Source: an optimization exercise on an open RTL-to-GDS flow (aim: small area, a short achievable clock period and few clock cycles per item). Production flows keep margins and buffers that such runs may drop. RTL that was checked went through simulation tests only; none was proved equivalent to the original. Power is estimated from default activity; no workload was simulated.

==> run a <==
// signed_int32_divider
module signed_int32_divider (
    input  logic        i_clk,
    input  logic        i_rst_n,
    input  logic        i_req_valid,
    output logic        o_req_ready,
    input  logic [31:0] i_req_numerator,
    input  logic [31:0] i_req_denominator,
    output logic        o_rsp_valid,
    input  logic        i_rsp_ready,
    output logic [31:0] o_rsp_quotient,
    output logic [1:0]  o_rsp_status
);
    localparam logic [5:0] RING_WAIT = 6'd32;  
    logic        r_rdy;      
    logic        r_ov;       
    logic        r_kv;       
    logic [31:0] r_oq;
    logic [1:0]  r_os;
    logic [31:0] r_kq;
    logic [1:0]  r_ks;
    logic        r_park;     
    logic [5:0]  r_cnt;      
    assign o_req_ready = r_rdy;
    logic [31:0] s0_n;
    logic [31:0] s0_dm;
    logic        s0_neg;
    logic        w_park;     
    logic        w_take;     
    assign w_take = i_req_valid & r_rdy;
    assign s0_n   = i_req_numerator[31] ? (~i_req_numerator + 32'd1) : i_req_numerator;
    assign s0_dm  = i_req_denominator[31] ? (~i_req_denominator + 32'd1) : i_req_denominator;
    assign s0_neg = i_req_numerator[31] ^ i_req_denominator[31];
    logic        e_v;        
    logic [31:0] e_q;        
    logic        e_neg;
    logic        e_dz;       
    logic        p0_v;
    logic [31:0] p0_n;
    logic [31:0] p0_dm;
    logic        p0_neg;
    always_ff @(posedge i_clk) begin
        if (!i_rst_n) p0_v <= 1'b0;
        else          p0_v <= w_park | w_take;
    end
    always_ff @(posedge i_clk) begin
        p0_n   <= w_park ? e_q : s0_n;
  ...
Settings: LEC_CHECK=0, ABC_AREA=1, CAP_MARGIN=20, CORE_MARGIN=2, CORE_UTILIZATION=60, CTS_BUF_LIST=sky130_fd_sc_hd__clkbuf_8, SETUP_SLACK_MARGIN=2.2, SLEW_MARGIN=20; clock period 4.4 ns.
run.sh (not shown) runs the stock make flow with config.mk's settings and CLKGATE_MAP_FILE= SYNTH_SCRIPT=/design/flow/synth_recipe.tcl, a recipe that flattens the netlist after the stock synthesis.
==> run b (differences from run a) <==
==> flow/flow/run.sh (new file) <==
#!/bin/bash
# The standard layout, with the port buffers made of plain buffers
# (buffer_ports otherwise picks a delay cell, which slows the I/O paths).
set -euo pipefail
export BUFFER_PORTS_ARGS="-buffer_cell sky130_fd_sc_hd__buf_2"
bash standard.sh > flow.log 2>&1
==> flow/standard.sh (new file) <==
#!/bin/bash
# synth_recipe.tcl (not shown) runs the flow's synth.tcl, then flattens the netlist and writes it again
# the make line also repeats each setting of config.mk as NAME=value (left out here)
make -C /OpenROAD-flow-scripts/flow DESIGN_CONFIG=/design/flow/config.mk WORK_HOME=/design/flow/orfs CLKGATE_MAP_FILE= SYNTH_SCRIPT=/design/flow/synth_recipe.tcl "${@:-finish}"
Settings changed: CTS_BUF_LIST sky130_fd_sc_hd__clkbuf_8 to default, SETUP_SLACK_MARGIN 2.2 to 1.8.
removed: flow/run.sh
==> comparison <==
Run b finished clean. Run a passed the timing, design-rule and antenna checks.
Final cell count: run a is higher than run b (2.8%).
In run a the global-route usage is higher than in run b, by 0.56 points.
In synthesized cell count, run a and run b do not differ.
Between run a and run b, the lower total power is in run a (gap 1.2%, measured against run b).
In run b the fmax is higher than in run a, by 4.2%.
In run a the register-to-register slack is higher than in run b, by 310 ps.
In run b the clock power is higher than in run a, by about 12%.
Testbench counts of run a, summed over its fixed seeds: cycles 9,872, items 9,600.
Testbench counts of run b, summed over its fixed seeds: cycles 9,872, items 9,600.

* * *

==> 07-21: inputs <==
signed_int32_divider, a different RTL version from the one above (not shown whole).
Settings: LEC_CHECK=0, ABC_AREA=1, CAP_MARGIN=20, CORE_MARGIN=2, CORE_UTILIZATION=60, SETUP_SLACK_MARGIN=1.5, SLEW_MARGIN=20; clock period 4.4 ns.
Stock flow here: none of the scripts above is used.
==> 10-03 (differences from 07-21) <==
--- a/flow/config.mk
+++ b/flow/config.mk
@@ -10,4 +10,6 @@
 export CORE_MARGIN = 2
 export CORE_UTILIZATION = 60
-export SETUP_SLACK_MARGIN = 1.5
+export CTS_CLUSTER_DIAMETER = 80
+export CTS_CLUSTER_SIZE = 30
+export SETUP_SLACK_MARGIN = 1.8
 export SLEW_MARGIN = 20
==> comparison table <==
Number of antenna cells inserted: 07-21 4; 10-03 2
Cell-internal power: 07-21 44,400 uW; 10-03 35,600 uW
Count of multi-input gates: 07-21 7,052; 10-03 7,059
Share of cells above drive strength 1: 07-21 0.0448; 10-03 0.0287
Gr usage total: 07-21 0.297; 10-03 0.281
Largest stage delay on the critical path: 07-21 780 ps; 10-03 1110 ps
Comb power frac: 07-21 0.148; 10-03 0.177
Sum of internal, switching and leakage power: 07-21 60,900 uW; 10-03 50,700 uW
Cell Pwr Density: 07-21 557 mW/mm^2; 10-03 484 mW/mm^2
Max Root-Sink Buffers: 07-21 4; 10-03 3
CP max FO: 07-21 18; 10-03 5
Total routed wirelength: 07-21 249,000 um; 10-03 237,000 um
Routed len/inst: 07-21 18.0 um; 10-03 17.5 um
DR vias: 07-21 72,000; 10-03 70,100
Worst Reg2Reg Path Length in Cells: 07-21 8; 10-03 4
# fillers: 07-21 12,600; 10-03 13,200
WP depth: 07-21 8; 10-03 4
# clk buffers: 07-21 377; 10-03 128
Outcome: 07-21 complete, no violations; 10-03 finished with violations
Reasons for failing layout checks: 07-21 -; 10-03 capacitance limit, slew limit
Testbench counts of 07-21, summed over its fixed seeds: cycles 9,872, items 9,600.
Testbench counts of 10-03, summed over its fixed seeds: cycles 9,872, items 9,600.

* * *

==> build 51: inputs <==
Another version of the RTL of signed_int32_divider (not shown whole).
clock: 4.4 ns
lec_check: 0
cap_margin: 20
core_margin: 2
core_utilization: 40
setup_slack_margin: 1.0
slew_margin: 20
==> inputs of trial 31, as changes to build 51 <==
--- a/flow/design.v
+++ b/flow/design.v
@@ -33,48 +33,63 @@
     logic        r_ov;       
     logic        r_kv;       
     logic [31:0] r_oq;
     logic [1:0]  r_os;
     logic [31:0] r_kq;
     logic [1:0]  r_ks;
-    assign o_req_ready = r_en;
+    assign o_req_ready = ~r_kv;
     logic [31:0] s0_n;
     logic [31:0] s0_dm;
     logic        s0_neg;
     logic        s0_v;
     assign s0_n   = i_req_numerator[31] ? (~i_req_numerator + 32'd1) : i_req_numerator;
     assign s0_dm  = i_req_denominator[31] ? (~i_req_denominator + 32'd1) : i_req_denominator;
     assign s0_neg = i_req_numerator[31] ^ i_req_denominator[31];
     assign s0_v   = i_req_valid;
+    logic        p0_v;
+    logic [31:0] p0_n;
+    logic [31:0] p0_dm;
+    logic        p0_neg;
+    always_ff @(posedge i_clk) begin
+        if (!i_rst_n) p0_v <= 1'b0;
+        else if (r_en) p0_v <= s0_v;
+    end
+    always_ff @(posedge i_clk) begin
+        if (r_en) begin
+            p0_n   <= s0_n;
+            p0_dm  <= s0_dm;
+            p0_neg <= s0_neg;
+        end
+    end
     logic [0:0] t0_sh;
     logic [1:0] t0_df;
     logic       t0_ge;
     logic [0:0] t0_r;
     logic [0:0] t0_q;
-    assign t0_sh = s0_n[31];
-    assign t0_df = {1'b0, t0_sh} - {1'b0, s0_dm[0:0]};
-    assign t0_ge = ~t0_df[1] & ~|s0_dm[31:1];
+    assign t0_sh = p0_n[31];
+    assign t0_df = {1'b0, t0_sh} - {1'b0, p0_dm[0:0]};
+    assign t0_ge = ~t0_df[1] & ~|p0_dm[31:1];
     assign t0_r  = t0_ge ? t0_df[0:0] : t0_sh;
     assign t0_q  = t0_ge;
     logic        p1_v;
     logic [0:0] p1_r;
     logic [0:0] p1_q;
     logic [30:0] p1_n;
     logic [31:0] p1_dm;
     logic        p1_neg;
     always_ff @(posedge i_clk) begin
         if (!i_rst_n) p1_v <= 1'b0;
-        else if (r_en) p1_v <= s0_v;
+        else if (r_en) p1_v <= p0_v;
     end
     always_ff @(posedge i_clk) begin
         if (r_en) begin
             p1_r   <= t0_r;
             p1_q   <= t0_q;
-            p1_n   <= s0_n[30:0];
-            p1_dm  <= s0_dm;
-            p1_neg <= s0_neg;
+            p1_n   <= p0_n[30:0];
+            p1_dm  <= p0_dm;
+            p1_neg <= p0_neg;
         end
     end
     logic [31:0] p1_nx;
     assign p1_nx = {{1{1'b0}}, p1_n};
     logic [1:0] t1_sh;
     logic [2:0] t1_df;
@@ -1064,16 +1079,16 @@
             r_kv <= (r_kv | w_push) & ~w_oen;
             r_en <= ~((r_kv | w_push) & ~w_oen);
         end
     end
     always_ff @(posedge i_clk) begin
         if (w_oen) begin
-            r_oq <= r_kv ? r_kq : f_quot;
-            r_os <= r_kv ? r_ks : f_st;
+            r_oq <= r_en ? f_quot : r_kq;
+            r_os <= r_en ? f_st : r_ks;
         end
-        if (~r_kv) begin
+        if (r_en) begin
             r_kq <= f_quot;
             r_ks <= f_st;
         end
     end
     assign o_rsp_valid    = r_ov;
     assign o_rsp_quotient = r_oq;
Settings changed: ABC_AREA set to 1, CORE_UTILIZATION 40 to 60, SETUP_SLACK_MARGIN 1.0 to 1.8.
==> inputs of build 3, as changes to build 51 <==
--- a/flow/design.v
+++ b/flow/design.v
@@ -42,39 +42,54 @@
     logic        s0_neg;
     logic        s0_v;
     assign s0_n   = i_req_numerator[31] ? (~i_req_numerator + 32'd1) : i_req_numerator;
     assign s0_dm  = i_req_denominator[31] ? (~i_req_denominator + 32'd1) : i_req_denominator;
     assign s0_neg = i_req_numerator[31] ^ i_req_denominator[31];
     assign s0_v   = i_req_valid;
+    logic        p0_v;
+    logic [31:0] p0_n;
+    logic [31:0] p0_dm;
+    logic        p0_neg;
+    always_ff @(posedge i_clk) begin
+        if (!i_rst_n) p0_v <= 1'b0;
+        else if (r_en) p0_v <= s0_v;
+    end
+    always_ff @(posedge i_clk) begin
+        if (r_en) begin
+            p0_n   <= s0_n;
+            p0_dm  <= s0_dm;
+            p0_neg <= s0_neg;
+        end
+    end
     logic [0:0] t0_sh;
     logic [1:0] t0_df;
     logic       t0_ge;
     logic [0:0] t0_r;
     logic [0:0] t0_q;
-    assign t0_sh = s0_n[31];
-    assign t0_df = {1'b0, t0_sh} - {1'b0, s0_dm[0:0]};
-    assign t0_ge = ~t0_df[1] & ~|s0_dm[31:1];
+    assign t0_sh = p0_n[31];
+    assign t0_df = {1'b0, t0_sh} - {1'b0, p0_dm[0:0]};
+    assign t0_ge = ~t0_df[1] & ~|p0_dm[31:1];
     assign t0_r  = t0_ge ? t0_df[0:0] : t0_sh;
     assign t0_q  = t0_ge;
     logic        p1_v;
     logic [0:0] p1_r;
     logic [0:0] p1_q;
     logic [30:0] p1_n;
     logic [31:0] p1_dm;
     logic        p1_neg;
     always_ff @(posedge i_clk) begin
         if (!i_rst_n) p1_v <= 1'b0;
-        else if (r_en) p1_v <= s0_v;
+        else if (r_en) p1_v <= p0_v;
     end
     always_ff @(posedge i_clk) begin
         if (r_en) begin
             p1_r   <= t0_r;
             p1_q   <= t0_q;
-            p1_n   <= s0_n[30:0];
-            p1_dm  <= s0_dm;
-            p1_neg <= s0_neg;
+            p1_n   <= p0_n[30:0];
+            p1_dm  <= p0_dm;
+            p1_neg <= p0_neg;
         end
     end
     logic [31:0] p1_nx;
     assign p1_nx = {{1{1'b0}}, p1_n};
     logic [1:0] t1_sh;
     logic [2:0] t1_df;
Settings changed: ABC_AREA set to 1, SETUP_SLACK_MARGIN 1.0 to not set.
==> comparison table <==
quantity                                                                         trial 31                   build 3                   build 51
Routed WL                                                                          338 mm                    282 mm                     205 mm
Static leakage                                                                    63.8 nW                   63.0 nW                    54.2 nW
Sequential element share of the synthesized area                                    65.1%                     65.2%                      69.9%
Most frequent cell after synthesis                               sky130_fd_sc_hd__nand2_1  sky130_fd_sc_hd__nand2_1  sky130_fd_sc_hd__edfxtp_1
Aggregate global-route resource usage                                               31.4%                     17.7%                      13.7%
Inverter count of the layout excluding clock inverters                               1705                      1690                        686
Status                                                            complete, no violations   complete, no violations    complete, no violations
CP required                                                                       5.07 ns                   3.52 ns                    5.08 ns
Proportion of netlist area held by the largest area contributor                     64.0%                     64.1%                      68.7%
Number of tap instances                                                              2688                      4120                       3724
Setup crit start kind                                                           flip-flop                 flip-flop              primary input
DP Worst Slack                                                                    1.25 ns                   1.24 ns                   -1.38 ns
Cell-internal power                                                               50.1 mW                   50.5 mW                    49.8 mW
Floorplan die height                                                          459 microns               561 microns                535 microns
Multi-input gate share of the layout cell area                                      26.9%                     25.8%                      24.9%
Post-CTS repair timing setup buffer count                                              22                         0                        112
Slew at the pin closest to its max-slew limit                                     1.18 ns                   1.15 ns                    1.17 ns
Testbench counts of trial 31, summed over its fixed seeds: cycles 9,872, items 9,600.
Testbench counts of build 3, summed over its fixed seeds: cycles 9,872, items 9,600.
For build 51, only the layout was checked, not whether the RTL still works.

## re-timing with driven ports
The flow's constraints put no driver on any port. The routed layouts listed below were extracted and timed again, unchanged, in two steps. Step 1, drivers: a clkbuf_16 drives i_clk and a buf_2 each remaining input, both assumed. Step 2 also shifts input and output timing later by t, the mid clock arrival at the registers, as if the neighbouring blocks saw the same clock. a / b / c = ideal / step 1 / step 2; a / b = the first two.
run | t (ns) | setup WS [ns] | worst register clock-pin slew, ns
run a | 1.106 | 1.705 / 1.625 / 1.268 | 0.08 / 0.08
run b | 0.987 | 1.814 / 1.725 / 1.646 | 0.07 / 0.07
07-21 | 0.984 | 1.571 / 1.555 / 1.362 | 0.07 / 0.07
10-03 | 0.873 | 1.795 / 1.785 / 1.396 | 0.12 / 0.12
build 51 | 0.918 | 0.384 / 0.441 / -0.477 | 0.07 / 0.07
trial 31 | 1.027 | 1.774 / 1.774 / 1.029 | 0.08 / 0.08
build 3 | 0.974 | 0.854 / 0.749 / 1.267 | 0.07 / 0.07
Met with ideal ports but missed after step 2: setup timing in build 51. The setup slack of build 51, which loses most, moves by +0.057 ns with the drivers and by -0.861 ns with both steps.
